From an optimization exercise on the open Yosys and OpenROAD flow, aimed at small area, a short achievable clock period and few clock cycles per item; shortcuts taken in it are not production practice.
The RTL was checked by simulation tests, not by an equivalence proof against the original design.

## design/flow/flow/run.sh

```bash
#!/bin/bash
# The standard layout (standard.sh: the standard flow's synthesis and ORFS flow, unchanged
# scripts), with two optimisation knobs passed to ORFS's make:
#  - port buffers use buf_2 instead of the resizer's default pick (a slow
#    delay buffer), so input and output paths are not held back by them;
#  - repair_timing aims for 46.5 ns of setup slack on the 60 ns clock, so it
#    upsizes/buffers the few paths that are slower than the I/O paths anyway.
# The clock period and the SDC are the design's; nothing else changes.
set -euo pipefail
bash standard.sh SETUP_SLACK_MARGIN=46.5 'BUFFER_PORTS_ARGS=-buffer_cell sky130_fd_sc_hd__buf_2' finish > layout.log 2>&1
```

## design/flow/standard.sh

```bash
#!/bin/bash
# synth_recipe.tcl (not shown) runs the flow's synth.tcl, then flattens the netlist and writes it again
# the make line also repeats each setting of config.mk as NAME=value (left out here)
make -C /OpenROAD-flow-scripts/flow DESIGN_CONFIG=/design/flow/config.mk WORK_HOME=/design/flow/orfs CLKGATE_MAP_FILE= SYNTH_SCRIPT=/design/flow/synth_recipe.tcl "${@:-finish}"
```

## design/flow/config.mk

```make
export PLATFORM = sky130hd
export DESIGN_NAME = sparse_matrix_mult
export DESIGN_NICKNAME = sparse_matrix_mult
export VERILOG_FILES = /design/flow/design.v
export SDC_FILE = /design/flow/constraint.sdc
export NUM_CORES = 4
export LEC_CHECK = 0
export ABC_AREA = 1
export CAP_MARGIN = 20
export CORE_MARGIN = 2
export CORE_UTILIZATION = 45
export CTS_CLUSTER_DIAMETER = 100
export CTS_CLUSTER_SIZE = 20
export PLACE_DENSITY = 0.6
export SLEW_MARGIN = 20
```

## design/flow/constraint.sdc

```tcl
create_clock -name core_clock -period 60.0 [get_ports {clk}]
set_input_delay 12.0000 -clock core_clock [delete_from_list [all_inputs] [get_ports {clk}]]
set_output_delay 12.0000 -clock core_clock [all_outputs]
set_load 0.01 [all_outputs]
```

## design/flow/design.v

```verilog
package smm_pkg;
  localparam int unsigned MAX_NNZ = 8;
  localparam int unsigned IDX_W   = 5;
  localparam int unsigned VAL_W   = 4;
  localparam int unsigned OUT_W   = 9;
  localparam int unsigned SUM_W   = 7;    
endpackage
import smm_pkg::*;
module smm_result_list
(
  input  logic                            start_i,    
  input  logic [MAX_NNZ-1:0]              va_i,
  input  logic [MAX_NNZ-1:0][IDX_W-1:0]   ar_i,
  input  logic [MAX_NNZ-1:0][SUM_W-1:0]   av_i,
  input  logic [MAX_NNZ-1:0]              vb_i,
  input  logic [MAX_NNZ-1:0][MAX_NNZ-1:0] m_i,      
  input  logic [MAX_NNZ-1:0]              has_i,    
  input  logic [MAX_NNZ-1:0][IDX_W-1:0]   bc_i,
  input  logic [MAX_NNZ-1:0][VAL_W-1:0]   bv_i,
  input  logic [MAX_NNZ-1:0]              gm_i,
  input  logic [MAX_NNZ-1:0]              pm_i,
  output logic [IDX_W-1:0]                row_o,
  output logic [IDX_W-1:0]                col_o,
  output logic [OUT_W-1:0]                val_o,
  output logic [MAX_NNZ-1:0]              gm_o,
  output logic [MAX_NNZ-1:0]              pm_o,
  output logic                            last_o
);
  localparam int N = MAX_NNZ;
  logic [N-1:0] alive;           
  logic         any0;
  logic [N-1:0] sr;              
  logic [N-1:0] f0, g0, gm, pm, match, cand, hm, pga, after, fn, gn;
  logic [N-1:0][SUM_W-1:0] t;
  logic [N*VAL_W-1:0] gbv;
  logic more, any_next;
  always_comb begin
    sr[0] = 1'b0;
    for (int i = 1; i < N; i++) sr[i] = va_i[i] && (ar_i[i] == ar_i[i-1]);
    for (int i = 0; i < N; i++) begin
      f0[i] = has_i[i];
      for (int k = 0; k < i; k++) if (has_i[k]) f0[i] = 1'b0;
      if (i == 0) g0[i] = f0[i];
      else        g0[i] = f0[i] || (g0[i-1] && sr[i]);
    end
    gm = start_i ? g0 : gm_i;
    pm = start_i ? vb_i : pm_i;
    for (int j = 0; j < N; j++) begin
      match[j] = 1'b0;
      t[j]     = '0;
      for (int i = 0; i < N; i++) if (gm[i] && m_i[i][j]) begin
        match[j] = 1'b1;
        t[j]     = t[j] | av_i[i];
      end
      cand[j] = match[j] && pm[j];
    end
    alive = cand;
    for (int b = IDX_W - 1; b >= 0; b--) begin
      any0 = 1'b0;
      for (int j = 0; j < N; j++) if (alive[j] && !bc_i[j][b]) any0 = 1'b1;
      for (int j = 0; j < N; j++) if (any0 && bc_i[j][b]) alive[j] = 1'b0;
    end
    hm = alive;
    more = |(cand & ~hm);
    row_o = '0;
    for (int i = 0; i < N; i++) if (gm[i]) row_o = row_o | ar_i[i];
    col_o = '0;
    for (int j = 0; j < N; j++) if (hm[j]) col_o = col_o | bc_i[j];
    for (int j = 0; j < N; j++) gbv[j*VAL_W +: VAL_W] = hm[j] ? bv_i[j] : '0;
    for (int i = 0; i < N; i++) begin
      if (i == 0) pga[i] = gm[i];
      else        pga[i] = gm[i] || pga[i-1];
    end
    after = pga & ~gm & has_i;
    any_next = |after;
    for (int i = 0; i < N; i++) begin
      fn[i] = after[i];
      for (int k = 0; k < i; k++) if (after[k]) fn[i] = 1'b0;
      if (i == 0) gn[i] = fn[i];
      else        gn[i] = fn[i] || (gn[i-1] && sr[i]);
    end
    gm_o   = more ? gm : gn;
    pm_o   = more ? (pm & ~hm) : vb_i;
    last_o = !more && !any_next;
  end
  smm_val_sum u_sum (
    .gb  (gbv),
    .t   (t),
    .val (val_o)
  );
endmodule
module smm_val_sum (
  input  logic [31:0] gb,
  input  logic [55:0] t,
  output logic [8:0] val
);
  logic s1, c2, s3, c4, s5, c6, s7, c8;
  logic s9, c10, s11, c12, s13, c14, s15, c16;
  logic s17, c18, s19, c20, s21, c22, s23, c24;
  logic s25, c26, s27, c28, s29, c30, s31, c32;
  logic s33, c34, s35, c36, s37, c38, s39, c40;
  logic s41, c42, s43, c44, s45, c46, s47, c48;
  logic s49, c50, s51, c52, s53, c54, s55, c56;
  logic s57, c58, s59, c60, s61, c62, s63, c64;
  logic s65, c66, s67, c68, s69, c70, s71, c72;
  logic s73, c74, s75, c76, s77, c78, s79, c80;
  logic s81, c82, s83, c84, s85, c86, s87, c88;
  logic s89, c90, s91, c92, s93, c94, s95, c96;
  logic s97, c98, s99, c100, s101, c102, s103, c104;
  logic s105, c106, s107, c108, s109, c110, s111, c112;
  logic s113, c114, s115, c116, s117, c118, s119, c120;
  logic s121, c122, s123, c124, s125, c126, s127, c128;
  logic s129, c130, s131, c132, s133, c134, s135, c136;
  logic s137, c138, s139, c140, s141, c142, s143, c144;
  logic s145, c146, s147, c148, s149, c150, s151, c152;
  logic s153, c154, s155, c156, s157, c158, s159, c160;
  logic s161, c162, s163, c164, s165, c166, s167, c168;
  logic s169, c170, s171, c172, s173, c174, s175, c176;
  logic s177, c178, s179, c180, s181, c182, s183, c184;
  logic s185, c186, s187, c188, s189, c190, s191, c192;
  logic s193, c194, s195, c196, s197, c198, s199, c200;
  logic s201, c202, s203, c204, s205, c206, s207, c208;
  logic s209, c210, s211, c212, s213, c214, s215, c216;
  logic s217, c218, s219, c220, s221, c222, s223, c224;
  logic s225, c226, s227, c228, s229, c230, s231, c232;
  logic s233, c234, s235, c236, s237, c238, s239, c240;
  logic s241, c242, s243, c244, s245, c246, s247, c248;
  logic s249, c250, s251, c252, s253, c254, s255, c256;
  logic s257, c258, s259, c260, s261, c262, s263, c264;
  logic s265, c266, s267, c268, s269, c270, s271, c272;
  logic s273, c274, s275, c276, s277, c278, s279, c280;
  logic s281, c282, s283, c284, s285, c286, s287, c288;
  logic s289, c290, s291, c292, s293, c294, s295, c296;
  logic s297, c298, s299, c300, s301, c302, s303, c304;
  logic s305, c306, s307, c308, s309, c310, s311, c312;
  logic s313, c314, s315, c316, s317, c318, s319, c320;
  logic s321, c322, s323, c324, s325, c326, s327, c328;
  logic s329, c330, s331, c332, s333, c334, s335, c336;
  logic s337, c338, s339, c340, s341, c342, s343, c344;
  logic s345, c346, s347, c348, s349, c350, s351, c352;
  logic s353, c354, s355, c356, s357, c358, s359, c360;
  logic s361, c362, s363, c364, s365, c366, s367, c368;
  logic s369, c370, s371, c372, s373, c374, s375, c376;
  logic s377, c378;
  logic [8:0] ra, rb;    
  assign s1 = ~(gb[0] & t[3]) ^ ~(gb[1] & t[2]) ^ ~(gb[2] & t[1]);
  assign c2 = (~(gb[0] & t[3]) & ~(gb[1] & t[2])) | (~(gb[2] & t[1]) & (~(gb[0] & t[3]) ^ ~(gb[1] & t[2])));
  assign s3 = ~(gb[3] & t[0]) ^ ~(gb[4] & t[10]) ^ ~(gb[5] & t[9]);
  assign c4 = (~(gb[3] & t[0]) & ~(gb[4] & t[10])) | (~(gb[5] & t[9]) & (~(gb[3] & t[0]) ^ ~(gb[4] & t[10])));
  assign s5 = ~(gb[0] & t[4]) ^ ~(gb[1] & t[3]) ^ ~(gb[2] & t[2]);
  assign c6 = (~(gb[0] & t[4]) & ~(gb[1] & t[3])) | (~(gb[2] & t[2]) & (~(gb[0] & t[4]) ^ ~(gb[1] & t[3])));
  assign s7 = ~(gb[3] & t[1]) ^ ~(gb[4] & t[11]) ^ ~(gb[5] & t[10]);
  assign c8 = (~(gb[3] & t[1]) & ~(gb[4] & t[11])) | (~(gb[5] & t[10]) & (~(gb[3] & t[1]) ^ ~(gb[4] & t[11])));
  assign s9 = ~(gb[6] & t[9]) ^ ~(gb[7] & t[8]) ^ ~(gb[8] & t[18]);
  assign c10 = (~(gb[6] & t[9]) & ~(gb[7] & t[8])) | (~(gb[8] & t[18]) & (~(gb[6] & t[9]) ^ ~(gb[7] & t[8])));
  assign s11 = ~(gb[0] & t[5]) ^ ~(gb[1] & t[4]) ^ ~(gb[2] & t[3]);
  assign c12 = (~(gb[0] & t[5]) & ~(gb[1] & t[4])) | (~(gb[2] & t[3]) & (~(gb[0] & t[5]) ^ ~(gb[1] & t[4])));
  assign s13 = ~(gb[3] & t[2]) ^ ~(gb[4] & t[12]) ^ ~(gb[5] & t[11]);
  assign c14 = (~(gb[3] & t[2]) & ~(gb[4] & t[12])) | (~(gb[5] & t[11]) & (~(gb[3] & t[2]) ^ ~(gb[4] & t[12])));
  assign s15 = ~(gb[6] & t[10]) ^ ~(gb[7] & t[9]) ^ ~(gb[8] & t[19]);
  assign c16 = (~(gb[6] & t[10]) & ~(gb[7] & t[9])) | (~(gb[8] & t[19]) & (~(gb[6] & t[10]) ^ ~(gb[7] & t[9])));
  assign s17 = ~(~(gb[9] & t[18]) ^ ~(gb[10] & t[17]));
  assign c18 = ~(gb[9] & t[18]) | ~(gb[10] & t[17]);
  assign s19 = ~(gb[0] & t[6]) ^ ~(gb[1] & t[5]) ^ ~(gb[2] & t[4]);
  assign c20 = (~(gb[0] & t[6]) & ~(gb[1] & t[5])) | (~(gb[2] & t[4]) & (~(gb[0] & t[6]) ^ ~(gb[1] & t[5])));
  assign s21 = ~(gb[3] & t[3]) ^ ~(gb[4] & t[13]) ^ ~(gb[5] & t[12]);
  assign c22 = (~(gb[3] & t[3]) & ~(gb[4] & t[13])) | (~(gb[5] & t[12]) & (~(gb[3] & t[3]) ^ ~(gb[4] & t[13])));
  assign s23 = ~(gb[6] & t[11]) ^ ~(gb[7] & t[10]) ^ ~(gb[8] & t[20]);
  assign c24 = (~(gb[6] & t[11]) & ~(gb[7] & t[10])) | (~(gb[8] & t[20]) & (~(gb[6] & t[11]) ^ ~(gb[7] & t[10])));
  assign s25 = ~(gb[9] & t[19]) ^ ~(gb[10] & t[18]) ^ ~(gb[11] & t[17]);
  assign c26 = (~(gb[9] & t[19]) & ~(gb[10] & t[18])) | (~(gb[11] & t[17]) & (~(gb[9] & t[19]) ^ ~(gb[10] & t[18])));
  assign s27 = ~(gb[0] & t[2]) ^ ~(gb[1] & t[1]) ^ ~(gb[2] & t[0]);
  assign c28 = (~(gb[0] & t[2]) & ~(gb[1] & t[1])) | (~(gb[2] & t[0]) & (~(gb[0] & t[2]) ^ ~(gb[1] & t[1])));
  assign s29 = ~(gb[4] & t[9]) ^ ~(gb[5] & t[8]) ^ ~(gb[6] & t[7]);
  assign c30 = (~(gb[4] & t[9]) & ~(gb[5] & t[8])) | (~(gb[6] & t[7]) & (~(gb[4] & t[9]) ^ ~(gb[5] & t[8])));
  assign s31 = ~(~(gb[8] & t[16]) ^ ~(gb[9] & t[15]));
  assign c32 = ~(gb[8] & t[16]) | ~(gb[9] & t[15]);
  assign s33 = s1 ^ s3 ^ ~(gb[6] & t[8]);
  assign c34 = (s1 & s3) | (~(gb[6] & t[8]) & (s1 ^ s3));
  assign s35 = ~(gb[7] & t[7]) ^ ~(gb[8] & t[17]) ^ ~(gb[9] & t[16]);
  assign c36 = (~(gb[7] & t[7]) & ~(gb[8] & t[17])) | (~(gb[9] & t[16]) & (~(gb[7] & t[7]) ^ ~(gb[8] & t[17])));
  assign s37 = ~(gb[10] & t[15]) ^ ~(gb[11] & t[14]) ^ ~(gb[12] & t[24]);
  assign c38 = (~(gb[10] & t[15]) & ~(gb[11] & t[14])) | (~(gb[12] & t[24]) & (~(gb[10] & t[15]) ^ ~(gb[11] & t[14])));
  assign s39 = ~(gb[13] & t[23]) ^ ~(gb[14] & t[22]) ^ ~(gb[15] & t[21]);
  assign c40 = (~(gb[13] & t[23]) & ~(gb[14] & t[22])) | (~(gb[15] & t[21]) & (~(gb[13] & t[23]) ^ ~(gb[14] & t[22])));
  assign s41 = ~(gb[16] & t[31]) ^ ~(gb[17] & t[30]) ^ ~(gb[18] & t[29]);
  assign c42 = (~(gb[16] & t[31]) & ~(gb[17] & t[30])) | (~(gb[18] & t[29]) & (~(gb[16] & t[31]) ^ ~(gb[17] & t[30])));
  assign s43 = ~(gb[19] & t[28]) ^ ~(gb[20] & t[38]) ^ ~(gb[21] & t[37]);
  assign c44 = (~(gb[19] & t[28]) & ~(gb[20] & t[38])) | (~(gb[21] & t[37]) & (~(gb[19] & t[28]) ^ ~(gb[20] & t[38])));
  assign s45 = s5 ^ s7 ^ s9;
  assign c46 = (s5 & s7) | (s9 & (s5 ^ s7));
  assign s47 = ~(gb[9] & t[17]) ^ ~(gb[10] & t[16]) ^ ~(gb[11] & t[15]);
  assign c48 = (~(gb[9] & t[17]) & ~(gb[10] & t[16])) | (~(gb[11] & t[15]) & (~(gb[9] & t[17]) ^ ~(gb[10] & t[16])));
  assign s49 = ~(gb[12] & t[25]) ^ ~(gb[13] & t[24]) ^ ~(gb[14] & t[23]);
  assign c50 = (~(gb[12] & t[25]) & ~(gb[13] & t[24])) | (~(gb[14] & t[23]) & (~(gb[12] & t[25]) ^ ~(gb[13] & t[24])));
  assign s51 = ~(gb[15] & t[22]) ^ ~(gb[16] & t[32]) ^ ~(gb[17] & t[31]);
  assign c52 = (~(gb[15] & t[22]) & ~(gb[16] & t[32])) | (~(gb[17] & t[31]) & (~(gb[15] & t[22]) ^ ~(gb[16] & t[32])));
  assign s53 = ~(gb[18] & t[30]) ^ ~(gb[19] & t[29]) ^ ~(gb[20] & t[39]);
  assign c54 = (~(gb[18] & t[30]) & ~(gb[19] & t[29])) | (~(gb[20] & t[39]) & (~(gb[18] & t[30]) ^ ~(gb[19] & t[29])));
  assign s55 = ~(gb[21] & t[38]) ^ ~(gb[22] & t[37]) ^ ~(gb[23] & t[36]);
  assign c56 = (~(gb[21] & t[38]) & ~(gb[22] & t[37])) | (~(gb[23] & t[36]) & (~(gb[21] & t[38]) ^ ~(gb[22] & t[37])));
  assign s57 = ~(gb[24] & t[46]) ^ ~(gb[25] & t[45]) ^ ~(gb[26] & t[44]);
  assign c58 = (~(gb[24] & t[46]) & ~(gb[25] & t[45])) | (~(gb[26] & t[44]) & (~(gb[24] & t[46]) ^ ~(gb[25] & t[45])));
  assign s59 = ~(~(gb[27] & t[43]) ^ ~(gb[28] & t[53]));
  assign c60 = ~(gb[27] & t[43]) | ~(gb[28] & t[53]);
  assign s61 = s11 ^ s13 ^ s15;
  assign c62 = (s11 & s13) | (s15 & (s11 ^ s13));
  assign s63 = s17 ^ ~(gb[11] & t[16]) ^ ~(gb[12] & t[26]);
  assign c64 = (s17 & ~(gb[11] & t[16])) | (~(gb[12] & t[26]) & (s17 ^ ~(gb[11] & t[16])));
  assign s65 = ~(gb[13] & t[25]) ^ ~(gb[14] & t[24]) ^ ~(gb[15] & t[23]);
  assign c66 = (~(gb[13] & t[25]) & ~(gb[14] & t[24])) | (~(gb[15] & t[23]) & (~(gb[13] & t[25]) ^ ~(gb[14] & t[24])));
  assign s67 = ~(gb[16] & t[33]) ^ ~(gb[17] & t[32]) ^ ~(gb[18] & t[31]);
  assign c68 = (~(gb[16] & t[33]) & ~(gb[17] & t[32])) | (~(gb[18] & t[31]) & (~(gb[16] & t[33]) ^ ~(gb[17] & t[32])));
  assign s69 = ~(gb[19] & t[30]) ^ ~(gb[20] & t[40]) ^ ~(gb[21] & t[39]);
  assign c70 = (~(gb[19] & t[30]) & ~(gb[20] & t[40])) | (~(gb[21] & t[39]) & (~(gb[19] & t[30]) ^ ~(gb[20] & t[40])));
  assign s71 = ~(gb[22] & t[38]) ^ ~(gb[23] & t[37]) ^ ~(gb[24] & t[47]);
  assign c72 = (~(gb[22] & t[38]) & ~(gb[23] & t[37])) | (~(gb[24] & t[47]) & (~(gb[22] & t[38]) ^ ~(gb[23] & t[37])));
  assign s73 = ~(gb[25] & t[46]) ^ ~(gb[26] & t[45]) ^ ~(gb[27] & t[44]);
  assign c74 = (~(gb[25] & t[46]) & ~(gb[26] & t[45])) | (~(gb[27] & t[44]) & (~(gb[25] & t[46]) ^ ~(gb[26] & t[45])));
  assign s75 = ~(gb[28] & t[54]) ^ ~(gb[29] & t[53]) ^ ~(gb[30] & t[52]);
  assign c76 = (~(gb[28] & t[54]) & ~(gb[29] & t[53])) | (~(gb[30] & t[52]) & (~(gb[28] & t[54]) ^ ~(gb[29] & t[53])));
  assign s77 = ~(~(gb[31] & t[51]) ^ c6);
  assign c78 = ~(gb[31] & t[51]) | c6;
  assign s79 = s19 ^ s21 ^ s23;
  assign c80 = (s19 & s21) | (s23 & (s19 ^ s21));
  assign s81 = s25 ^ ~(gb[12] & t[27]) ^ ~(gb[13] & t[26]);
  assign c82 = (s25 & ~(gb[12] & t[27])) | (~(gb[13] & t[26]) & (s25 ^ ~(gb[12] & t[27])));
  assign s83 = ~(gb[14] & t[25]) ^ ~(gb[15] & t[24]) ^ ~(gb[16] & t[34]);
  assign c84 = (~(gb[14] & t[25]) & ~(gb[15] & t[24])) | (~(gb[16] & t[34]) & (~(gb[14] & t[25]) ^ ~(gb[15] & t[24])));
  assign s85 = ~(gb[17] & t[33]) ^ ~(gb[18] & t[32]) ^ ~(gb[19] & t[31]);
  assign c86 = (~(gb[17] & t[33]) & ~(gb[18] & t[32])) | (~(gb[19] & t[31]) & (~(gb[17] & t[33]) ^ ~(gb[18] & t[32])));
  assign s87 = ~(gb[20] & t[41]) ^ ~(gb[21] & t[40]) ^ ~(gb[22] & t[39]);
  assign c88 = (~(gb[20] & t[41]) & ~(gb[21] & t[40])) | (~(gb[22] & t[39]) & (~(gb[20] & t[41]) ^ ~(gb[21] & t[40])));
  assign s89 = ~(gb[23] & t[38]) ^ ~(gb[24] & t[48]) ^ ~(gb[25] & t[47]);
  assign c90 = (~(gb[23] & t[38]) & ~(gb[24] & t[48])) | (~(gb[25] & t[47]) & (~(gb[23] & t[38]) ^ ~(gb[24] & t[48])));
  assign s91 = ~(gb[26] & t[46]) ^ ~(gb[27] & t[45]) ^ ~(gb[28] & t[55]);
  assign c92 = (~(gb[26] & t[46]) & ~(gb[27] & t[45])) | (~(gb[28] & t[55]) & (~(gb[26] & t[46]) ^ ~(gb[27] & t[45])));
  assign s93 = ~(gb[29] & t[54]) ^ ~(gb[30] & t[53]) ^ ~(gb[31] & t[52]);
  assign c94 = (~(gb[29] & t[54]) & ~(gb[30] & t[53])) | (~(gb[31] & t[52]) & (~(gb[29] & t[54]) ^ ~(gb[30] & t[53])));
  assign s95 = c12 ^ c14 ^ c16;
  assign c96 = (c12 & c14) | (c16 & (c12 ^ c14));
  assign s97 = ~(gb[1] & t[6]) ^ ~(gb[2] & t[5]) ^ ~(gb[3] & t[4]);
  assign c98 = (~(gb[1] & t[6]) & ~(gb[2] & t[5])) | (~(gb[3] & t[4]) & (~(gb[1] & t[6]) ^ ~(gb[2] & t[5])));
  assign s99 = ~(gb[5] & t[13]) ^ ~(gb[6] & t[12]) ^ ~(gb[7] & t[11]);
  assign c100 = (~(gb[5] & t[13]) & ~(gb[6] & t[12])) | (~(gb[7] & t[11]) & (~(gb[5] & t[13]) ^ ~(gb[6] & t[12])));
  assign s101 = ~(gb[9] & t[20]) ^ ~(gb[10] & t[19]) ^ ~(gb[11] & t[18]);
  assign c102 = (~(gb[9] & t[20]) & ~(gb[10] & t[19])) | (~(gb[11] & t[18]) & (~(gb[9] & t[20]) ^ ~(gb[10] & t[19])));
  assign s103 = ~(gb[13] & t[27]) ^ ~(gb[14] & t[26]) ^ ~(gb[15] & t[25]);
  assign c104 = (~(gb[13] & t[27]) & ~(gb[14] & t[26])) | (~(gb[15] & t[25]) & (~(gb[13] & t[27]) ^ ~(gb[14] & t[26])));
  assign s105 = ~(gb[17] & t[34]) ^ ~(gb[18] & t[33]) ^ ~(gb[19] & t[32]);
  assign c106 = (~(gb[17] & t[34]) & ~(gb[18] & t[33])) | (~(gb[19] & t[32]) & (~(gb[17] & t[34]) ^ ~(gb[18] & t[33])));
  assign s107 = ~(gb[21] & t[41]) ^ ~(gb[22] & t[40]) ^ ~(gb[23] & t[39]);
  assign c108 = (~(gb[21] & t[41]) & ~(gb[22] & t[40])) | (~(gb[23] & t[39]) & (~(gb[21] & t[41]) ^ ~(gb[22] & t[40])));
  assign s109 = ~(gb[25] & t[48]) ^ ~(gb[26] & t[47]) ^ ~(gb[27] & t[46]);
  assign c110 = (~(gb[25] & t[48]) & ~(gb[26] & t[47])) | (~(gb[27] & t[46]) & (~(gb[25] & t[48]) ^ ~(gb[26] & t[47])));
  assign s111 = ~(gb[29] & t[55]) ^ ~(gb[30] & t[54]) ^ ~(gb[31] & t[53]);
  assign c112 = (~(gb[29] & t[55]) & ~(gb[30] & t[54])) | (~(gb[31] & t[53]) & (~(gb[29] & t[55]) ^ ~(gb[30] & t[54])));
  assign s113 = c20 ^ c22 ^ c24;
  assign c114 = (c20 & c22) | (c24 & (c20 ^ c22));
  assign s115 = ~(gb[2] & t[6]) ^ ~(gb[3] & t[5]) ^ ~(gb[6] & t[13]);
  assign c116 = (~(gb[2] & t[6]) & ~(gb[3] & t[5])) | (~(gb[6] & t[13]) & (~(gb[2] & t[6]) ^ ~(gb[3] & t[5])));
  assign s117 = ~(gb[7] & t[12]) ^ ~(gb[10] & t[20]) ^ ~(gb[11] & t[19]);
  assign c118 = (~(gb[7] & t[12]) & ~(gb[10] & t[20])) | (~(gb[11] & t[19]) & (~(gb[7] & t[12]) ^ ~(gb[10] & t[20])));
  assign s119 = ~(gb[14] & t[27]) ^ ~(gb[15] & t[26]) ^ ~(gb[18] & t[34]);
  assign c120 = (~(gb[14] & t[27]) & ~(gb[15] & t[26])) | (~(gb[18] & t[34]) & (~(gb[14] & t[27]) ^ ~(gb[15] & t[26])));
  assign s121 = ~(gb[0] & t[1]) ^ ~(gb[1] & t[0]) ^ ~(gb[4] & t[8]);
  assign c122 = (~(gb[0] & t[1]) & ~(gb[1] & t[0])) | (~(gb[4] & t[8]) & (~(gb[0] & t[1]) ^ ~(gb[1] & t[0])));
  assign s123 = ~(~(gb[5] & t[7]) ^ ~(gb[8] & t[15]));
  assign c124 = ~(gb[5] & t[7]) | ~(gb[8] & t[15]);
  assign s125 = s27 ^ s29 ^ s31;
  assign c126 = (s27 & s29) | (s31 & (s27 ^ s29));
  assign s127 = ~(gb[10] & t[14]) ^ ~(gb[12] & t[23]) ^ ~(gb[13] & t[22]);
  assign c128 = (~(gb[10] & t[14]) & ~(gb[12] & t[23])) | (~(gb[13] & t[22]) & (~(gb[10] & t[14]) ^ ~(gb[12] & t[23])));
  assign s129 = ~(gb[14] & t[21]) ^ ~(gb[16] & t[30]) ^ ~(gb[17] & t[29]);
  assign c130 = (~(gb[14] & t[21]) & ~(gb[16] & t[30])) | (~(gb[17] & t[29]) & (~(gb[14] & t[21]) ^ ~(gb[16] & t[30])));
  assign s131 = ~(gb[18] & t[28]) ^ ~(gb[20] & t[37]) ^ ~(gb[21] & t[36]);
  assign c132 = (~(gb[18] & t[28]) & ~(gb[20] & t[37])) | (~(gb[21] & t[36]) & (~(gb[18] & t[28]) ^ ~(gb[20] & t[37])));
  assign s133 = s33 ^ s35 ^ s37;
  assign c134 = (s33 & s35) | (s37 & (s33 ^ s35));
  assign s135 = s39 ^ s41 ^ s43;
  assign c136 = (s39 & s41) | (s43 & (s39 ^ s41));
  assign s137 = ~(gb[22] & t[36]) ^ ~(gb[23] & t[35]) ^ ~(gb[24] & t[45]);
  assign c138 = (~(gb[22] & t[36]) & ~(gb[23] & t[35])) | (~(gb[24] & t[45]) & (~(gb[22] & t[36]) ^ ~(gb[23] & t[35])));
  assign s139 = ~(gb[25] & t[44]) ^ ~(gb[26] & t[43]) ^ ~(gb[27] & t[42]);
  assign c140 = (~(gb[25] & t[44]) & ~(gb[26] & t[43])) | (~(gb[27] & t[42]) & (~(gb[25] & t[44]) ^ ~(gb[26] & t[43])));
  assign s141 = ~(gb[28] & t[52]) ^ ~(gb[29] & t[51]) ^ ~(gb[30] & t[50]);
  assign c142 = (~(gb[28] & t[52]) & ~(gb[29] & t[51])) | (~(gb[30] & t[50]) & (~(gb[28] & t[52]) ^ ~(gb[29] & t[51])));
  assign s143 = s45 ^ s47 ^ s49;
  assign c144 = (s45 & s47) | (s49 & (s45 ^ s47));
  assign s145 = s51 ^ s53 ^ s55;
  assign c146 = (s51 & s53) | (s55 & (s51 ^ s53));
  assign s147 = s57 ^ s59 ^ ~(gb[29] & t[52]);
  assign c148 = (s57 & s59) | (~(gb[29] & t[52]) & (s57 ^ s59));
  assign s149 = ~(gb[30] & t[51]) ^ ~(gb[31] & t[50]) ^ c2;
  assign c150 = (~(gb[30] & t[51]) & ~(gb[31] & t[50])) | (c2 & (~(gb[30] & t[51]) ^ ~(gb[31] & t[50])));
  assign s151 = c4 ^ c34 ^ c36;
  assign c152 = (c4 & c34) | (c36 & (c4 ^ c34));
  assign s153 = ~(c38 ^ c40);
  assign c154 = c38 | c40;
  assign s155 = s61 ^ s63 ^ s65;
  assign c156 = (s61 & s63) | (s65 & (s61 ^ s63));
  assign s157 = s67 ^ s69 ^ s71;
  assign c158 = (s67 & s69) | (s71 & (s67 ^ s69));
  assign s159 = s73 ^ s75 ^ s77;
  assign c160 = (s73 & s75) | (s77 & (s73 ^ s75));
  assign s161 = c8 ^ c10 ^ c46;
  assign c162 = (c8 & c10) | (c46 & (c8 ^ c10));
  assign s163 = c48 ^ c50 ^ c52;
  assign c164 = (c48 & c50) | (c52 & (c48 ^ c50));
  assign s165 = c54 ^ c56 ^ c58;
  assign c166 = (c54 & c56) | (c58 & (c54 ^ c56));
  assign s167 = s79 ^ s81 ^ s83;
  assign c168 = (s79 & s81) | (s83 & (s79 ^ s81));
  assign s169 = s85 ^ s87 ^ s89;
  assign c170 = (s85 & s87) | (s89 & (s85 ^ s87));
  assign s171 = s91 ^ s93 ^ s95;
  assign c172 = (s91 & s93) | (s95 & (s91 ^ s93));
  assign s173 = c18 ^ c62 ^ c64;
  assign c174 = (c18 & c62) | (c64 & (c18 ^ c62));
  assign s175 = c66 ^ c68 ^ c70;
  assign c176 = (c66 & c68) | (c70 & (c66 ^ c68));
  assign s177 = c72 ^ c74 ^ c76;
  assign c178 = (c72 & c74) | (c76 & (c72 ^ c74));
  assign s179 = s97 ^ s99 ^ s101;
  assign c180 = (s97 & s99) | (s101 & (s97 ^ s99));
  assign s181 = s103 ^ s105 ^ s107;
  assign c182 = (s103 & s105) | (s107 & (s103 ^ s105));
  assign s183 = s109 ^ s111 ^ s113;
  assign c184 = (s109 & s111) | (s113 & (s109 ^ s111));
  assign s185 = c26 ^ c80 ^ c82;
  assign c186 = (c26 & c80) | (c82 & (c26 ^ c80));
  assign s187 = c84 ^ c86 ^ c88;
  assign c188 = (c84 & c86) | (c88 & (c84 ^ c86));
  assign s189 = c90 ^ c92 ^ c94;
  assign c190 = (c90 & c92) | (c94 & (c90 ^ c92));
  assign s191 = s115 ^ s117 ^ s119;
  assign c192 = (s115 & s117) | (s119 & (s115 ^ s117));
  assign s193 = ~(gb[19] & t[33]) ^ ~(gb[22] & t[41]) ^ ~(gb[23] & t[40]);
  assign c194 = (~(gb[19] & t[33]) & ~(gb[22] & t[41])) | (~(gb[23] & t[40]) & (~(gb[19] & t[33]) ^ ~(gb[22] & t[41])));
  assign s195 = ~(gb[26] & t[48]) ^ ~(gb[27] & t[47]) ^ ~(gb[30] & t[55]);
  assign c196 = (~(gb[26] & t[48]) & ~(gb[27] & t[47])) | (~(gb[30] & t[55]) & (~(gb[26] & t[48]) ^ ~(gb[27] & t[47])));
  assign s197 = ~(gb[31] & t[54]) ^ c98 ^ c100;
  assign c198 = (~(gb[31] & t[54]) & c98) | (c100 & (~(gb[31] & t[54]) ^ c98));
  assign s199 = c102 ^ c104 ^ c106;
  assign c200 = (c102 & c104) | (c106 & (c102 ^ c104));
  assign s201 = c108 ^ c110 ^ c112;
  assign c202 = (c108 & c110) | (c112 & (c108 ^ c110));
  assign s203 = s121 ^ s123 ^ ~(gb[9] & t[14]);
  assign c204 = (s121 & s123) | (~(gb[9] & t[14]) & (s121 ^ s123));
  assign s205 = ~(gb[12] & t[22]) ^ ~(gb[13] & t[21]) ^ ~(gb[16] & t[29]);
  assign c206 = (~(gb[12] & t[22]) & ~(gb[13] & t[21])) | (~(gb[16] & t[29]) & (~(gb[12] & t[22]) ^ ~(gb[13] & t[21])));
  assign s207 = s125 ^ s127 ^ s129;
  assign c208 = (s125 & s127) | (s129 & (s125 ^ s127));
  assign s209 = s131 ^ ~(gb[22] & t[35]) ^ ~(gb[24] & t[44]);
  assign c210 = (s131 & ~(gb[22] & t[35])) | (~(gb[24] & t[44]) & (s131 ^ ~(gb[22] & t[35])));
  assign s211 = ~(gb[25] & t[43]) ^ ~(gb[26] & t[42]) ^ ~(gb[28] & t[51]);
  assign c212 = (~(gb[25] & t[43]) & ~(gb[26] & t[42])) | (~(gb[28] & t[51]) & (~(gb[25] & t[43]) ^ ~(gb[26] & t[42])));
  assign s213 = s133 ^ s135 ^ s137;
  assign c214 = (s133 & s135) | (s137 & (s133 ^ s135));
  assign s215 = s139 ^ s141 ^ ~(gb[31] & t[49]);
  assign c216 = (s139 & s141) | (~(gb[31] & t[49]) & (s139 ^ s141));
  assign s217 = c28 ^ c30 ^ c32;
  assign c218 = (c28 & c30) | (c32 & (c28 ^ c30));
  assign s219 = ~(c126 ^ c128);
  assign c220 = c126 | c128;
  assign s221 = s143 ^ s145 ^ s147;
  assign c222 = (s143 & s145) | (s147 & (s143 ^ s145));
  assign s223 = s149 ^ s151 ^ s153;
  assign c224 = (s149 & s151) | (s153 & (s149 ^ s151));
  assign s225 = c42 ^ c44 ^ c134;
  assign c226 = (c42 & c44) | (c134 & (c42 ^ c44));
  assign s227 = c136 ^ c138 ^ c140;
  assign c228 = (c136 & c138) | (c140 & (c136 ^ c138));
  assign s229 = s155 ^ s157 ^ s159;
  assign c230 = (s155 & s157) | (s159 & (s155 ^ s157));
  assign s231 = s161 ^ s163 ^ s165;
  assign c232 = (s161 & s163) | (s165 & (s161 ^ s163));
  assign s233 = c60 ^ c144 ^ c146;
  assign c234 = (c60 & c144) | (c146 & (c60 ^ c144));
  assign s235 = c148 ^ c150 ^ c152;
  assign c236 = (c148 & c150) | (c152 & (c148 ^ c150));
  assign s237 = s167 ^ s169 ^ s171;
  assign c238 = (s167 & s169) | (s171 & (s167 ^ s169));
  assign s239 = s173 ^ s175 ^ s177;
  assign c240 = (s173 & s175) | (s177 & (s173 ^ s175));
  assign s241 = c78 ^ c156 ^ c158;
  assign c242 = (c78 & c156) | (c158 & (c78 ^ c156));
  assign s243 = c160 ^ c162 ^ c164;
  assign c244 = (c160 & c162) | (c164 & (c160 ^ c162));
  assign s245 = s179 ^ s181 ^ s183;
  assign c246 = (s179 & s181) | (s183 & (s179 ^ s181));
  assign s247 = s185 ^ s187 ^ s189;
  assign c248 = (s185 & s187) | (s189 & (s185 ^ s187));
  assign s249 = c96 ^ c168 ^ c170;
  assign c250 = (c96 & c168) | (c170 & (c96 ^ c168));
  assign s251 = c172 ^ c174 ^ c176;
  assign c252 = (c172 & c174) | (c176 & (c172 ^ c174));
  assign s253 = s191 ^ s193 ^ s195;
  assign c254 = (s191 & s193) | (s195 & (s191 ^ s193));
  assign s255 = s197 ^ s199 ^ s201;
  assign c256 = (s197 & s199) | (s201 & (s197 ^ s199));
  assign s257 = c114 ^ c180 ^ c182;
  assign c258 = (c114 & c180) | (c182 & (c114 ^ c180));
  assign s259 = c184 ^ c186 ^ c188;
  assign c260 = (c184 & c186) | (c188 & (c184 ^ c186));
  assign s261 = ~(gb[0] & t[0]) ^ ~(gb[4] & t[7]) ^ ~(gb[8] & t[14]);
  assign c262 = (~(gb[0] & t[0]) & ~(gb[4] & t[7])) | (~(gb[8] & t[14]) & (~(gb[0] & t[0]) ^ ~(gb[4] & t[7])));
  assign s263 = s203 ^ s205 ^ ~(gb[17] & t[28]);
  assign c264 = (s203 & s205) | (~(gb[17] & t[28]) & (s203 ^ s205));
  assign s265 = ~(gb[20] & t[36]) ^ ~(gb[21] & t[35]) ^ ~(gb[24] & t[43]);
  assign c266 = (~(gb[20] & t[36]) & ~(gb[21] & t[35])) | (~(gb[24] & t[43]) & (~(gb[20] & t[36]) ^ ~(gb[21] & t[35])));
  assign s267 = s207 ^ s209 ^ s211;
  assign c268 = (s207 & s209) | (s211 & (s207 ^ s209));
  assign s269 = ~(gb[29] & t[50]) ^ ~(gb[30] & t[49]) ^ c122;
  assign c270 = (~(gb[29] & t[50]) & ~(gb[30] & t[49])) | (c122 & (~(gb[29] & t[50]) ^ ~(gb[30] & t[49])));
  assign s271 = ~(c124 ^ c204);
  assign c272 = c124 | c204;
  assign s273 = s213 ^ s215 ^ s217;
  assign c274 = (s213 & s215) | (s217 & (s213 ^ s215));
  assign s275 = s219 ^ c130 ^ c132;
  assign c276 = (s219 & c130) | (c132 & (s219 ^ c130));
  assign s277 = c208 ^ c210 ^ c212;
  assign c278 = (c208 & c210) | (c212 & (c208 ^ c210));
  assign s279 = s221 ^ s223 ^ s225;
  assign c280 = (s221 & s223) | (s225 & (s221 ^ s223));
  assign s281 = s227 ^ c142 ^ c214;
  assign c282 = (s227 & c142) | (c214 & (s227 ^ c142));
  assign s283 = c216 ^ c218 ^ c220;
  assign c284 = (c216 & c218) | (c220 & (c216 ^ c218));
  assign s285 = s229 ^ s231 ^ s233;
  assign c286 = (s229 & s231) | (s233 & (s229 ^ s231));
  assign s287 = s235 ^ c154 ^ c222;
  assign c288 = (s235 & c154) | (c222 & (s235 ^ c154));
  assign s289 = c224 ^ c226 ^ c228;
  assign c290 = (c224 & c226) | (c228 & (c224 ^ c226));
  assign s291 = s237 ^ s239 ^ s241;
  assign c292 = (s237 & s239) | (s241 & (s237 ^ s239));
  assign s293 = s243 ^ c166 ^ c230;
  assign c294 = (s243 & c166) | (c230 & (s243 ^ c166));
  assign s295 = c232 ^ c234 ^ c236;
  assign c296 = (c232 & c234) | (c236 & (c232 ^ c234));
  assign s297 = s245 ^ s247 ^ s249;
  assign c298 = (s245 & s247) | (s249 & (s245 ^ s247));
  assign s299 = s251 ^ c178 ^ c238;
  assign c300 = (s251 & c178) | (c238 & (s251 ^ c178));
  assign s301 = c240 ^ c242 ^ c244;
  assign c302 = (c240 & c242) | (c244 & (c240 ^ c242));
  assign s303 = s253 ^ s255 ^ s257;
  assign c304 = (s253 & s255) | (s257 & (s253 ^ s255));
  assign s305 = s259 ^ c190 ^ c246;
  assign c306 = (s259 & c190) | (c246 & (s259 ^ c190));
  assign s307 = c248 ^ c250 ^ c252;
  assign c308 = (c248 & c250) | (c252 & (c248 ^ c250));
  assign s309 = s261 ^ ~(gb[12] & t[21]) ^ ~(gb[16] & t[28]);
  assign c310 = (s261 & ~(gb[12] & t[21])) | (~(gb[16] & t[28]) & (s261 ^ ~(gb[12] & t[21])));
  assign s311 = s263 ^ s265 ^ ~(gb[25] & t[42]);
  assign c312 = (s263 & s265) | (~(gb[25] & t[42]) & (s263 ^ s265));
  assign s313 = ~(~(gb[28] & t[50]) ^ ~(gb[29] & t[49]));
  assign c314 = ~(gb[28] & t[50]) | ~(gb[29] & t[49]);
  assign s315 = s267 ^ s269 ^ s271;
  assign c316 = (s267 & s269) | (s271 & (s267 ^ s269));
  assign s317 = c206 ^ c264 ^ c266;
  assign c318 = (c206 & c264) | (c266 & (c206 ^ c264));
  assign s319 = s273 ^ s275 ^ s277;
  assign c320 = (s273 & s275) | (s277 & (s273 ^ s275));
  assign s321 = c268 ^ c270 ^ c272;
  assign c322 = (c268 & c270) | (c272 & (c268 ^ c270));
  assign s323 = s279 ^ s281 ^ s283;
  assign c324 = (s279 & s281) | (s283 & (s279 ^ s281));
  assign s325 = c274 ^ c276 ^ c278;
  assign c326 = (c274 & c276) | (c278 & (c274 ^ c276));
  assign s327 = s285 ^ s287 ^ s289;
  assign c328 = (s285 & s287) | (s289 & (s285 ^ s287));
  assign s329 = c280 ^ c282 ^ c284;
  assign c330 = (c280 & c282) | (c284 & (c280 ^ c282));
  assign s331 = s291 ^ s293 ^ s295;
  assign c332 = (s291 & s293) | (s295 & (s291 ^ s293));
  assign s333 = c286 ^ c288 ^ c290;
  assign c334 = (c286 & c288) | (c290 & (c286 ^ c288));
  assign s335 = s297 ^ s299 ^ s301;
  assign c336 = (s297 & s299) | (s301 & (s297 ^ s299));
  assign s337 = c292 ^ c294 ^ c296;
  assign c338 = (c292 & c294) | (c296 & (c292 ^ c294));
  assign s339 = s303 ^ s305 ^ s307;
  assign c340 = (s303 & s305) | (s307 & (s303 ^ s305));
  assign s341 = c298 ^ c300 ^ c302;
  assign c342 = (c298 & c300) | (c302 & (c298 ^ c300));
  assign s343 = ~(s309 ^ ~(gb[20] & t[35]));
  assign c344 = s309 | ~(gb[20] & t[35]);
  assign s345 = s311 ^ s313 ^ c262;
  assign c346 = (s311 & s313) | (c262 & (s311 ^ s313));
  assign s347 = s315 ^ s317 ^ c312;
  assign c348 = (s315 & s317) | (c312 & (s315 ^ s317));
  assign s349 = s319 ^ s321 ^ c316;
  assign c350 = (s319 & s321) | (c316 & (s319 ^ s321));
  assign s351 = s323 ^ s325 ^ c320;
  assign c352 = (s323 & s325) | (c320 & (s323 ^ s325));
  assign s353 = s327 ^ s329 ^ c324;
  assign c354 = (s327 & s329) | (c324 & (s327 ^ s329));
  assign s355 = s331 ^ s333 ^ c328;
  assign c356 = (s331 & s333) | (c328 & (s331 ^ s333));
  assign s357 = s335 ^ s337 ^ c332;
  assign c358 = (s335 & s337) | (c332 & (s335 ^ s337));
  assign s359 = s339 ^ s341 ^ c336;
  assign c360 = (s339 & s341) | (c336 & (s339 ^ s341));
  assign s361 = ~(s343 ^ ~(gb[24] & t[42]));
  assign c362 = s343 | ~(gb[24] & t[42]);
  assign s363 = s345 ^ c310 ^ c344;
  assign c364 = (s345 & c310) | (c344 & (s345 ^ c310));
  assign s365 = s347 ^ c314 ^ c346;
  assign c366 = (s347 & c314) | (c346 & (s347 ^ c314));
  assign s367 = s349 ^ c318 ^ c348;
  assign c368 = (s349 & c318) | (c348 & (s349 ^ c318));
  assign s369 = s351 ^ c322 ^ c350;
  assign c370 = (s351 & c322) | (c350 & (s351 ^ c322));
  assign s371 = s353 ^ c326 ^ c352;
  assign c372 = (s353 & c326) | (c352 & (s353 ^ c326));
  assign s373 = s355 ^ c330 ^ c354;
  assign c374 = (s355 & c330) | (c354 & (s355 ^ c330));
  assign s375 = s357 ^ c334 ^ c356;
  assign c376 = (s357 & c334) | (c356 & (s357 ^ c334));
  assign s377 = s359 ^ c338 ^ c358;
  assign c378 = (s359 & c338) | (c358 & (s359 ^ c338));
  assign ra = {s377, s375, s373, s371, s369, s367, s365, s363, s361};
  assign rb = {c376, c374, c372, c370, c368, c366, c364, c362, ~(gb[28] & t[49])};
  assign val = (~ra) + (~rb);
endmodule
import smm_pkg::*;
module sparse_matrix_mult
(
  input  logic             clk,
  input  logic             rst_n,
  input  logic             in_valid_size,
  input  logic             in_size,
  input  logic             in_valid_a,
  input  logic [IDX_W-1:0] in_row_a,
  input  logic [IDX_W-1:0] in_col_a,
  input  logic [VAL_W-1:0] in_val_a,
  input  logic             in_valid_b,
  input  logic [IDX_W-1:0] in_row_b,
  input  logic [IDX_W-1:0] in_col_b,
  input  logic [VAL_W-1:0] in_val_b,
  output logic             out_valid,
  output logic [IDX_W-1:0] out_row,
  output logic [IDX_W-1:0] out_col,
  output logic [OUT_W-1:0] out_val
);
  localparam int N = MAX_NNZ;
  function automatic logic [SUM_W-1:0] add_f(input logic [SUM_W-1:0] a, input logic [SUM_W-1:0] b);
    logic [SUM_W-1:0] s;
    logic c;
    c = 1'b0;
    for (int i = 0; i < SUM_W; i++) begin
      s[i] = a[i] ^ b[i] ^ c;
      c    = (a[i] && b[i]) || (c && (a[i] ^ b[i]));
    end
    add_f = s;
  endfunction
  localparam logic [1:0] S_IDLE = 2'd0, S_INA = 2'd1, S_INB = 2'd2, S_OUT = 2'd3;
  logic [1:0]       st_q;
  logic             size_q;
  logic [IDX_W-1:0] mask_c;
  logic             aq_v;
  logic [IDX_W-1:0] aq_r, aq_c;
  logic [VAL_W-1:0] aq_w;
  logic [N-1:0]     va_q;
  logic [N-1:0][IDX_W-1:0] ar_q;
  logic [N-1:0][IDX_W-1:0] ac_q;
  logic [N-1:0][SUM_W-1:0] av_q;
  logic [N-1:0]     vb_c;     
  logic [N:0]       bnx_q;    
  logic [N-1:0][N-1:0] m_q;  
  logic [N-1:0]     has_q;    
  logic [N-1:0][IDX_W-1:0] bc_q;
  logic [N-1:0][VAL_W-1:0] bv_q;
  logic [N-1:0]     gm_q, pm_q;
  logic             out_valid_q;
  logic [IDX_W-1:0] out_row_q, out_col_q;
  logic [OUT_W-1:0] out_val_q;
  logic             in_job_c, emit_c;
  logic [IDX_W-1:0] g_row, g_col;
  logic [OUT_W-1:0] g_val;
  logic [N-1:0]     g_gm, g_pm;
  logic             g_last;
  assign mask_c   = {size_q, {(IDX_W-1){1'b1}}};
  assign in_job_c = (st_q == S_INA) || (st_q == S_INB);
  assign emit_c   = ((st_q == S_INB) && !in_valid_b) || (st_q == S_OUT);
  smm_result_list u_gen (
    .start_i (st_q == S_INB),
    .va_i    (va_q),
    .ar_i    (ar_q),
    .av_i    (av_q),
    .vb_i    (vb_c),
    .m_i     (m_q),
    .has_i   (has_q & va_q),
    .bc_i    (bc_q),
    .bv_i    (bv_q),
    .gm_i    (gm_q),
    .pm_i    (pm_q),
    .row_o   (g_row),
    .col_o   (g_col),
    .val_o   (g_val),
    .gm_o    (g_gm),
    .pm_o    (g_pm),
    .last_o  (g_last)
  );
  always_ff @(posedge clk or posedge rst_n) begin
    if (rst_n) begin
      st_q        <= S_IDLE;
      out_valid_q <= 1'b0;
    end else begin
      out_valid_q <= emit_c;
      case (st_q)
        S_IDLE:  if (in_valid_size) st_q <= S_INA;
        S_INA:   if (in_valid_b) st_q <= S_INB;
        S_INB:   if (!in_valid_b) st_q <= g_last ? S_IDLE : S_OUT;
        default: if (g_last) st_q <= S_IDLE;
      endcase
    end
  end
  always_ff @(posedge clk) begin
    if ((st_q == S_IDLE) && in_valid_size) size_q <= in_size;
    aq_v <= in_valid_a;
    aq_r <= in_row_a;
    aq_c <= in_col_a;
    aq_w <= in_val_a;
    out_row_q <= g_row;
    out_col_q <= g_col;
    out_val_q <= g_val;
    gm_q <= g_gm;
    pm_q <= g_pm;
  end
  logic [2*IDX_W-1:0] a_key_c;
  logic [N-1:0]       a_lt_c, a_eq_c;
  logic [SUM_W-1:0]   a_hit_v_c, a_sum_c;
  always_comb begin
    a_key_c   = {aq_r & mask_c, aq_c & mask_c};
    a_hit_v_c = '0;
    for (int k = 0; k < N; k++) begin
      a_lt_c[k] = va_q[k] && (ar_q[k] <= a_key_c[2*IDX_W-1:IDX_W]);
      a_eq_c[k] = va_q[k] && ({ar_q[k], ac_q[k]} == a_key_c);
      if (a_eq_c[k]) a_hit_v_c = a_hit_v_c | av_q[k];
    end
    a_sum_c = add_f(a_hit_v_c, SUM_W'(aq_w));
  end
  logic [N-1:0] va_d_c;    
  always_comb begin
    va_d_c = va_q;
    if (in_job_c && aq_v && !(|a_eq_c)) va_d_c = {va_q[N-2:0], 1'b1};
  end
  always_ff @(posedge clk) begin
    if (st_q == S_IDLE) va_q <= '0;
    else va_q <= va_d_c;
  end
  logic [N-1:0][IDX_W-1:0] ac_d;    
  always_comb begin
    for (int k = 0; k < N; k++) begin
      ac_d[k] = ac_q[k];
      if (in_job_c && aq_v && !(|a_eq_c) && !a_lt_c[k])
        ac_d[k] = (k == 0 || a_lt_c[(k+N-1)%N]) ? (aq_c & mask_c) : ac_q[(k+N-1)%N];
    end
  end
  always_ff @(posedge clk) begin
    ac_q <= ac_d;
    if (in_job_c && aq_v) begin
      if (|a_eq_c) begin
        for (int k = 0; k < N; k++) if (a_eq_c[k]) av_q[k] <= a_sum_c;
      end else begin
        for (int k = 0; k < N; k++) begin
          if (!a_lt_c[k]) begin
            if (k == 0 || a_lt_c[(k+N-1)%N]) begin
              ar_q[k] <= aq_r & mask_c;
              av_q[k] <= SUM_W'(aq_w);
            end else begin
              ar_q[k] <= ar_q[(k+N-1)%N];
              av_q[k] <= av_q[(k+N-1)%N];
            end
          end
        end
      end
    end
  end
  always_comb begin
    vb_c[0] = !bnx_q[0];
    for (int k = 1; k < N; k++) vb_c[k] = vb_c[k-1] && !bnx_q[k];
  end
  always_ff @(posedge clk) begin
    if (st_q == S_IDLE) bnx_q <= (N+1)'(1);
    else if (in_valid_b) bnx_q <= {bnx_q[N-1:0], 1'b0};
    for (int k = 0; k < N; k++) begin
      if (bnx_q[k]) begin
        bc_q[k] <= in_col_b & mask_c;
        bv_q[k] <= in_val_b;
      end
    end
  end
  logic [N-1:0] b_hit_c;
  always_comb begin
    for (int i = 0; i < N; i++) b_hit_c[i] = ac_d[i] == (in_row_b & mask_c);
  end
  always_ff @(posedge clk) begin
    if (st_q == S_IDLE) has_q <= '0;
    else if (in_valid_b) has_q <= has_q | b_hit_c;
    for (int k = 0; k < N; k++)
      if (bnx_q[k])
        for (int i = 0; i < N; i++) m_q[i][k] <= b_hit_c[i];
  end
  assign out_valid = out_valid_q;
  assign out_row   = out_row_q;
  assign out_col   = out_col_q;
  assign out_val   = out_val_q;
endmodule
```

==> results.yml, run 1 <==
grt:
  grt_pass1_vias: 22680
  grt_pass1_wl_um: 143400
  grt_use_total_pct: 32.26
  grt_overflow_total: 0
  antenna_found_initial: 0
  grt_max_degree: 29
cells_and_area:
  fillCellCount: 5408
  utilization_pct: 49.61
  final_cell_mix: "nand2_1 (487), inv_1 (413), nor2_1 (364)"
  seqCellArea_sq_um: 9355
  antenna_cells: 0
  multi_input_area_sq_um: 14460
  syn2layout_area_growth_pct: 9.319
  final_layout_size_suffix_gt1_share_pct: 10.04
  final_net_count: 3333
  layout_commonest_cell: "nand2_1"
floorplan:
  coreArea_sq_um: 56280
  pin_count: 54
  fp.dieW_um: 242.2
  dieHeight_um: 242.2
  dieArea_sq_um: 58670
  fp-row-count: 87
  initial_core_util_pct: 45.38
timing:
  rsz0062_at_grt: "true"
  skew_ns: 0.05085
  holdWs_ns: 0.4640
  fmax_ghz: 0.07472
  setup_viol: 0
  fin_crit_sh_pct: 22.31
  max-slew-margin-rel_pct: 21.73
  tightest_slew_ns: 1.167
  finalCriticalPeriod_ns: 13.38
  final-hold-violation-count: 0
  setup_slack_ns: 46.62
  slew_viol_final: 0
  tns_ns: 0
critical_path:
  r2r_cells: 68
  worstPathArrival_ns: 13.88
  cpMaxStageDelayCell: "nor4b_4"
  crit_type: "input pin to flop"
  worstPathMaxFanout: 14
  crit_path_end_kind: "flop"
  path_buf_inv: 1
  slowest_delay_ns: 0.57
  worstSetupStartpointType: "input pin"
  cp_num_cells: 7
  r2r_slack_ns: 47.23
  cp_cell_sequence: "buf_2, nand2_1, o22ai_1, a221oi_1, nor4b_4, a21oi_1, nor2_1"
  cp.required_ns: 60.50
  critPathTopFamily: "simple AND/OR/NAND/NOR gates"
detailed_routing:
  drtAntennaViolNets: 0
  wl_um: 96040
  drc_errors: 0
  wl_per_cell_um: 24.98
  first_pass_iters: 6
  drtIter0Drc: 3028
  vias: 23220
  viasPerCell: 6.038
synth:
  syn_inst: 3019
  async_reset_ff_share_pct: 0.8571
  avgSynthCellArea_sq_um: 8.459
  synth_cell_types: 57
  ys_warn_count: 2
  ys.flop_type: "edfxtp_1"
  synth-seq-cells: 350
  synth_area_sq_um: 25540
  postSynthNetCount: 3281
  synth-edff-count: 233
  ys_seq_area_share_pct: 36.63
clock_network:
  numClockSinks: 350
  cts-root-buf: "clkbuf_16"
  cts_buffers: 24
  ctsHtreeMaxLevel: 1
  tritoncts: "done"
  worstSkewPairLatency_ns: 0.59
  clk_pin_slew_ns: 0.09
  cts_buffer_depth: 3
  cts_hold_buf: 0
place:
  gp_congestion: 1.018
  place_ws_ns: 45.92
  dp_hpwl_um: 75620
  io_buffers: 53
outcome:
  outcome: "timing/DRC/antenna clean"
worst_hold_path:
  min_path_type: "flop to flop"
  hold_depth: 0
flow_run:
  maxCapViolations: 0
-- stage by stage --
step                      std cells  instance area [sq um]
final                          3845                  27920
after global routing           3845                  27920
after CTS                      3844                  27510
after detailed placement       3800                  26760
after global placement         3798                  26740
after floorplan                3019                  25570
-- kinds of logic (layout without fill, tap and decap cells) --
| family | after synthesis | count (layout) | share of synthesized area [%] |
|---|---|---|---|
| xor gates and xnor gates | 79 | 79 | 2.709 |
| adders and majority gates | 228 | 228 | 15.93 |
| DFF | 350 | 350 | 36.63 |
| and+or+nand+nor | 1208 | 1208 | 21.38 |
| AOI/OAI and AO/OA | 593 | 593 | 14.85 |
| buffers and inverters | 561 | 631 | 8.501 |
-- cells in the mapped netlist, types with 10 or more instances --
master,count,area [sq um]
nand4_1,19,118.9
clkbuf_1,40,150.1
ha_1,66,825.8
o21ai_1,22,110.1
clkinv_1,54,202.7
or3_1,10,62.56
xor2_1,59,516.8
o211ai_1,20,150.1
fa_1,162,3243
a31oi_1,12,75.07
inv_2,30,112.6
o21ai_0,139,695.7
o221ai_1,74,648.1
nand2_4,12,135.1
dfxtp_1,114,2282
nor2_1,368,1381
o22ai_1,125,782.0
nand2_2,29,181.4
o2111ai_1,13,113.9
inv_1,415,1558
nor3_1,15,75.07
or2_2,30,187.7
a2111oi_0,22,192.7
nand3_2,13,130.1
a211oi_1,13,97.59
a21oi_1,107,535.5
or4_1,29,217.7
nand2_1,509,1911
nand3b_1,11,82.58
a221oi_1,23,201.4
xnor2_1,20,175.2
nand3_1,134,670.6
edfxtp_1,233,6997
-- timing repair --
item,CTS,global route
gates resized for setup,1,78
setup buffers,0,1
setup endpoints to repair,8,58
pin swaps,0,3
-- per-layer routing --
metal | part of all wire [%] | GRT usage, % | vias up
met2 | 45 | 51.90 | 1256
met5 | 0 | 0 | -
met1 | 43 | 45.60 | 11380
li1 | - | - | 10360
met3 | 7.6 | 3.766 | 223
met4 | 3.9 | 10.28 | 0
-- state kept, by name (all words and copies together), names as in the netlist --
name,count
ac_q,40
aq_c,5
aq_r,5
aq_v,1
aq_w,4
ar_q,40
av_q,56
bc_q,40
bnx_q,8
bv_q,32
gm_q,8
has_q,8
m_q,64
out_col_q,5
out_row_q,5
out_val_q,9
out_valid_q,1
pm_q,8
size_q,1
st_q,2
va_q,8
-- area by class of cell --
| class | count | area share [%] |
|---|---|---|
| Multi-Input combinational cell | 2108 | 51.79 |
| Sequential cell | 350 | 33.51 |
| Inverter | 501 | 6.777 |
| Tap cell | 756 | 3.388 |
| Clock buffer | 35 | 2.299 |
| Timing Repair Buffer | 86 | 1.856 |
| Clock inverter | 9 | 0.3765 |
-- worst paths after layout --
| check | from | end |
|---|---|---|
| max in group asynchronous | rst_n | st_q[1] |
| hold reg to reg | aq_r[2] | ar_q[2] |
| hold / removal | aq_r[2] | ar_q[2] |
| setup / recovery | in_row_b[4] | has_q[7] |
| setup reg to reg | ar_q[6] | out_val_q[8] |
| min in group asynchronous | rst_n | out_valid_q |
Testbench counts, summed over its fixed seeds: cycles 14,413, jobs 800.
==> run 2, diff against run 1 <==
--- a/design/flow/flow/run.sh
+++ b/design/flow/flow/run.sh
@@ -5,3 +5,3 @@
 #    delay buffer), so input and output paths are not held back by them;
-#  - repair_timing aims for 46.5 ns of setup slack on the 60 ns clock, so it
+#  - repair_timing aims for 47.3 ns of setup slack on the 60 ns clock, so it
 #    upsizes/buffers the few paths that are slower than the I/O paths anyway.
@@ -9,2 +9,2 @@
 set -euo pipefail
-bash standard.sh SETUP_SLACK_MARGIN=46.5 'BUFFER_PORTS_ARGS=-buffer_cell sky130_fd_sc_hd__buf_2' finish > layout.log 2>&1
+bash standard.sh SETUP_SLACK_MARGIN=47.3 'BUFFER_PORTS_ARGS=-buffer_cell sky130_fd_sc_hd__buf_2' finish > layout.log 2>&1
==> run 2 against run 1 <==
Non-clock buffer count rose by 50. Clock skew fell by 0.0054 ns. Critical path type is now flop to output port. Global-route usage rose by 0.62 points. Via count rose by 0.76%. Maximum frequency rose by 2.2%. Largest cell class unchanged. Sequential share of layout area fell by 0.82 points. Still clean on timing, DRC and antenna. Area after synthesis did not move. Core utilization rose by 1.3 points.
==> results.yml, run 2 <==
timing:
  setup_slack_ns: 46.91
  fmax_ghz: 0.07638
  slew_viol_final: 0
  rsz0062_at_grt: "true"
  finalCriticalPeriod_ns: 13.09
  fin_crit_sh_pct: 21.82
  setup_viol: 0
  skew_ns: 0.04542
  final-hold-violation-count: 0
  tightest_slew_ns: 1.079
  tns_ns: 0
  max-slew-margin-rel_pct: 27.61
place:
  dp_hpwl_um: 76570
  gp_congestion: 1.004
  io_buffers: 53
  place_ws_ns: 46.40
synth:
  synth_most_common_cell: "nand2_1"
  async_reset_ff_share_pct: 0.8571
  ys.flop_type: "edfxtp_1"
  yosys.area.top_type: "edfxtp_1"
  synth_cell_types: 57
  synth_top_area_share_pct: 27.40
  ys_top_cells_by_area: "edfxtp_1 (27%), fa_1 (13%), dfxtp_1 (8.9%), nand2_1 (7.5%), inv_1 (6.1%)"
  synth-edff-count: 233
  postSynthNetCount: 3281
  ys_seq_area_share_pct: 36.63
  synth_top_cells_by_count: "nand2_1 (509), inv_1 (415), nor2_1 (368), edfxtp_1 (233), fa_1 (162)"
  synth-seq-cells: 350
  synth_area_sq_um: 25540
  avgSynthCellArea_sq_um: 8.459
  syn_inst: 3019
  ys_warn_count: 2
critical_path:
  worstSetupStartpointType: "flop"
  cp_cell_sequence: "buf_2"
  worstPathMaxFanout: 1
  crit_path_end_kind: "output port"
  critPathTopFamily: "flip-flops"
  cp.required_ns: 48.00
  cpMaxStageDelayCell: "dfrtp_1"
  slowest_delay_ns: 0.36
  worstPathArrival_ns: 1.09
  path_buf_inv: 1
  crit_type: "flop to output port"
grt:
  grt_max_degree: 31
  grt_use_total_pct: 32.89
  grt_overflow_total: 0
  antenna_found_initial: 0
  grt_pass1_wl_um: 146200
  grt_pass1_vias: 22820
clock_network:
  cts_buffer_depth: 3
  cts_buffers: 22
  clk_pin_slew_ns: 0.09
  worstSkewPairLatency_ns: 0.61
  numClockSinks: 350
  cts-root-buf: "clkbuf_16"
  ctsHtreeMaxLevel: 1
  cts_hold_buf: 0
  tritoncts: "done"
cells_and_area:
  layout_commonest_cell: "nand2_1"
  largest_reg_flops: 64
  top_regs: "m_q: 64 flops, av_q: 56 flops"
  regMostFlops: "m_q"
  final_net_count: 3383
  final_cell_mix: "nand2_1 (480), inv_1 (408), nor2_1 (362)"
  antenna_cells: 0
  final_layout_size_suffix_gt1_share_pct: 12.72
  syn2layout_area_growth_pct: 12.21
detailed_routing:
  first_pass_iters: 5
  drc_errors: 0
  vias: 23390
  drtIter0Drc: 2887
  wl_um: 97470
  drtAntennaViolNets: 0
  viasPerCell: 6.009
  wl_per_cell_um: 25.04
floorplan:
  pin_count: 54
  dieArea_sq_um: 58670
  initial_core_util_pct: 45.38
  dieHeight_um: 242.2
  coreArea_sq_um: 56280
  fp-row-count: 87
  fp.dieW_um: 242.2
worst_hold_path:
  min_path_type: "flop to flop"
outcome:
  outcome: "timing/DRC/antenna clean"
flow_run:
  maxCapViolations: 0
-- run 2: cell counts after synthesis --
No cell type changed its count.
-- run 2: cell families (layout without fill, tap and decap cells) --
logic type | after synthesis | after routing | share of synthesized area [%]
buffers and inverters | 561 | 678 | 8.501
AND/OR/NAND/NOR | 1208 | 1209 | 21.38
XOR/XNOR | 79 | 79 | 2.709
AO/OA/AOI/OAI | 593 | 593 | 14.85
flip-flops | 350 | 350 | 36.63
adder cells (fa/ha/maj) | 228 | 228 | 15.93
-- run 2: repair_timing --
| item | CTS | global route |
|---|---|---|
| buffers inserted | 27 | 20 |
| gates resized for setup | 54 | 109 |
| pin swaps | 13 | 18 |
| cloned | 5 | 1 |
| setup endpoints to repair | 93 | 87 |
-- run 2: worst paths after layout --
| path | startpoint | to | slack [ns] | depth (start not counted) |
|---|---|---|---|---|
| min reg2reg | has_q[6] | has_q[6] | 0.49 | 2 |
| min in group asynchronous | rst_n | out_valid_q | 11.25 | 2 |
| max in group asynchronous | rst_n | st_q[0] | 48.62 | 2 |
| min | has_q[6] | has_q[6] | 0.49 | 2 |
| max | out_valid_q | out_valid | 46.91 | 1 |
| max reg2reg | ar_q[29] | out_val_q[8] | 47.57 | 65 |
-- run 2: final cells by class --
| type | count | area, sq um |
|---|---|---|
| inverters | 501 | 1911 |
| clock inverters | 4 | 63.81 |
| fillers | 5353 | 27620 |
| clock buffers | 36 | 623.1 |
| well taps | 756 | 945.9 |
| repair buffers | 136 | 1112 |
| multi-input cells | 2109 | 14630 |
| repair inverters | 1 | 7.507 |
| flip-flops and latches | 350 | 9366 |
-- run 2: metal layers --
metal	vias up	global-route usage, %	share of wire (%)
met2	1296	50.19	43
li1	10450	-	-
met4	0	10.33	3.8
met1	11450	47.56	44
met3	201	5.838	9.5
met5	-	0	0
-- run 2: metrics by stage --
step                area [sq um]  std cells  util, %  hold slack, ns
finish                     28660       3893    50.92          0.4854
global route               28660       3893    50.92          0.5067
CTS                        28010       3871    49.77          0.4803
detailed placement         26890       3799    47.78          0.4579
global placement           26890       3799    47.78          0.4485
floorplan                  25780       3019        -          0.4305

==> static timing again, ports no longer ideal <==
In the flow no input, the clock included, has a driving cell. The finished layouts below were timed again as built, in two steps.
Step 1 assumes that a clkbuf_16 drives the clock port and a buf_2 every other input.
Step 2, shift: input delay + t, output delay - t, t = (earliest + latest rising clock arrival at the registers) / 2. This alone moves slack from input paths to output paths.
Slacks: ideal / step 1 / step 2; pairs: ideal / step 1.
| run | t, ns | slack for setup (ns) | pins driven straight from the clock port |
|---|---|---|---|
| run 1 | 0.635 | 46.617 / 46.664 / 46.029 | 1 |
| run 2 | 0.644 | 46.908 / 46.847 / 46.553 | 1 |
After both steps setup and hold are still met in every run listed. The setup slack of run 1, which loses most, moves by +0.047 ns with the drivers and by -0.588 ns with both steps.
